This design comes from an exercise in tuning for small area, a short achievable clock period and few clock cycles per item on the open sky130 flow, not from production work.
The RTL was checked by simulation tests, not by an equivalence proof against the original design.
No activity file was given, so power comes from the tool's default toggle rates.

## guest_memory_region_map_unit
module guest_memory_region_map_unit #(
  parameter int unsigned MaxRegions = gmr_pkg::MAX_REGIONS_DEF
) (
  input  logic                             clk_i,
  input  logic                             rst_ni,
  input  logic                             in_valid_i,
  output logic                             in_stall_o,
  input  logic [gmr_pkg::KIND_W-1:0]       kind_i,
  input  logic [gmr_pkg::ADDR_W-1:0]       address_i,
  input  logic [gmr_pkg::ADDR_W-1:0]       length_i,
  input  logic                             write_access_i,
  input  logic                             read_only_i,
  output logic                             out_valid_o,
  input  logic                             out_stall_i,
  output logic [gmr_pkg::STATUS_W-1:0]     status_o,
  output logic [gmr_pkg::RIDX_W-1:0]       region_index_o,
  output logic [gmr_pkg::ADDR_W-1:0]       offset_o,
  output logic [gmr_pkg::ADDR_W-1:0]       granted_length_o,
  output logic                             full_span_o,
  input  logic                             cfg_valid_i,
  output logic                             cfg_ready_o,
  input  logic [gmr_pkg::CFG_IDX_W-1:0]    cfg_index_i,
  input  logic [gmr_pkg::CFG_DATA_W-1:0]   cfg_data_i
);
Settings: LEC_CHECK=0, CAP_MARGIN=20, CORE_MARGIN=2, CORE_UTILIZATION=40, PLACE_DENSITY=0.45, SETUP_SLACK_MARGIN=4.0, SLEW_MARGIN=20; clock period 8.5 ns.
run.sh (not shown) runs the stock make flow with config.mk's settings and CLKGATE_MAP_FILE= SYNTH_SCRIPT=/design/flow/synth_recipe.tcl, a recipe that flattens the netlist after the stock synthesis.
Testbench counts at the start, summed over its fixed seeds: cycles 3,840, items 3,808.
Change:
--- a/flow/design.v
+++ b/flow/design.v
@@ -174,57 +174,59 @@
       r1_lz   <= (in_len == '0);
       r1_wrap <= s1_sum[AW];
       r1_mis  <= ((in_addr | in_len) & s1_mask) != '0;
       r1_c0   <= s1_t0[AW];
       r1_c1   <= s1_t1[AW+1] || s1_t1[AW];
     end
   end
   logic                  s2_map;
   logic [MaxRegions-1:0] s2_match;
   logic                  s2_any;
   logic [AW-1:0]         s2_total;
-  logic [AW:0]           s2_tot;
+  logic [AW-1:0]         s2_tot, s2_tot0, s2_tot1;
   logic                  s2_carry;
   logic                  s2_add_ok;
   assign s2_map = r1_map;
   always_comb begin
     for (int i = 0; i < MaxRegions; i++) begin
       s2_match[i] = (CntW'(i) < used_q) && lt_tree(r1_addr, tb_end[i], 1'b0) &&
                     (r1_key[AW] || lt_tree(tb_base[i], r1_key[AW-1:0], 1'b0));
     end
   end
   assign s2_any   = |s2_match;
   assign s2_total = tok_q ? tsum_q : tbase_q;
-  assign s2_tot   = {1'b0, s2_total} + {1'b0, r1_len};
+  assign s2_tot0  = tbase_q + r1_len;
+  assign s2_tot1  = tsum_q + r1_len;
+  assign s2_tot   = tok_q ? s2_tot1 : s2_tot0;
   assign s2_carry = !pclr_q && (pok_q ? r1_c1 : r1_c0);
   assign s2_add_ok = (r1_kind == gmr_pkg::KIND_ADD) && !r1_lz && adds_q && !s2_carry &&
                      !r1_wrap && !r1_mis && !s2_any && (used_q < CntW'(MaxRegions));
   always_ff @(posedge clk_i or negedge rst_ni) begin
     if (!rst_ni) begin
       used_q  <= '0;
       tbase_q <= '0;
       tok_q   <= 1'b0;
     end else if (en && r1_v) begin
       if (r1_kind == gmr_pkg::KIND_CLEAR) begin
         used_q  <= '0;
         tbase_q <= '0;
         tok_q   <= 1'b0;
       end else if (r1_kind == gmr_pkg::KIND_ADD) begin
         if (s2_add_ok) used_q <= used_q + CntW'(1);
         tbase_q <= s2_total;
         tok_q   <= s2_add_ok;
       end
     end
   end
   always_ff @(posedge clk_i) begin
-    if (en && r1_v && r1_kind == gmr_pkg::KIND_ADD) tsum_q <= s2_tot[AW-1:0];
+    if (en && r1_v && r1_kind == gmr_pkg::KIND_ADD) tsum_q <= s2_tot;
   end
   always_ff @(posedge clk_i or negedge rst_ni) begin
     if (!rst_ni) begin
       pok_q  <= 1'b0;
       pclr_q <= 1'b0;
     end else if (en) begin
       pok_q  <= r1_v && (r1_kind == gmr_pkg::KIND_ADD) && s2_add_ok;
       pclr_q <= r1_v && (r1_kind == gmr_pkg::KIND_CLEAR);
     end
   end
   logic s2_spec_we;
The new run completed with no timing, DRC or antenna violations.
Cell count came out lower by about 0.8%.
Worst hold slack loses 0.018 ns.
Cell area went down by 0.85%.
Total power came out lower by about 3.3%.
Count of clock-buffer cells in the layout rose by 14.
Worst setup slack gets worse by 0.21 ns.
Clock skew rose by 0.0056 ns.
Core utilization hardly moves.
Via count is lower by 2.1%.
Die area drops by 0.73%.
Synthesized cell count decreases by 0.50%.
Area after synthesis shrinks by about 0.7%.
Global-route usage decreases by 1.2 points.
Sequential share of layout area increases by 0.39 points.
Testbench counts after the change, summed over its fixed seeds: cycles 3,840, items 3,808.

## afterwards: timing with drivers on the ports
How much do the figures lean on ideal ports? The routed layouts below were timed once more, with nothing changed but the port constraints.
Step 1: set_driving_cell puts a clkbuf_16 on clk_i and a buf_2 on each other input, an assumption about the parent block.
Step 2 moves the port delays by t, midway between the first and last clock arrival at a register: inputs arrive t later, outputs are due t later. That takes back most of the time a late clock gives input paths.
a / b / c = ideal ports / drivers / drivers and shift; a / b = the first two.
run	t, ns	slack for setup (ns)	latest minus earliest clock arrival (ns)	pins driven straight from the clock port
the first run	1.111	3.723 / 3.723 / 2.739	0.049 / 0.049	1
the second run	1.106	3.513 / 3.513 / 2.925	0.052 / 0.051	1
After both steps setup and hold are still met in every run listed. The setup slack of the first run, which loses most, moves by 0.000 ns with the drivers and by -0.984 ns with both steps.
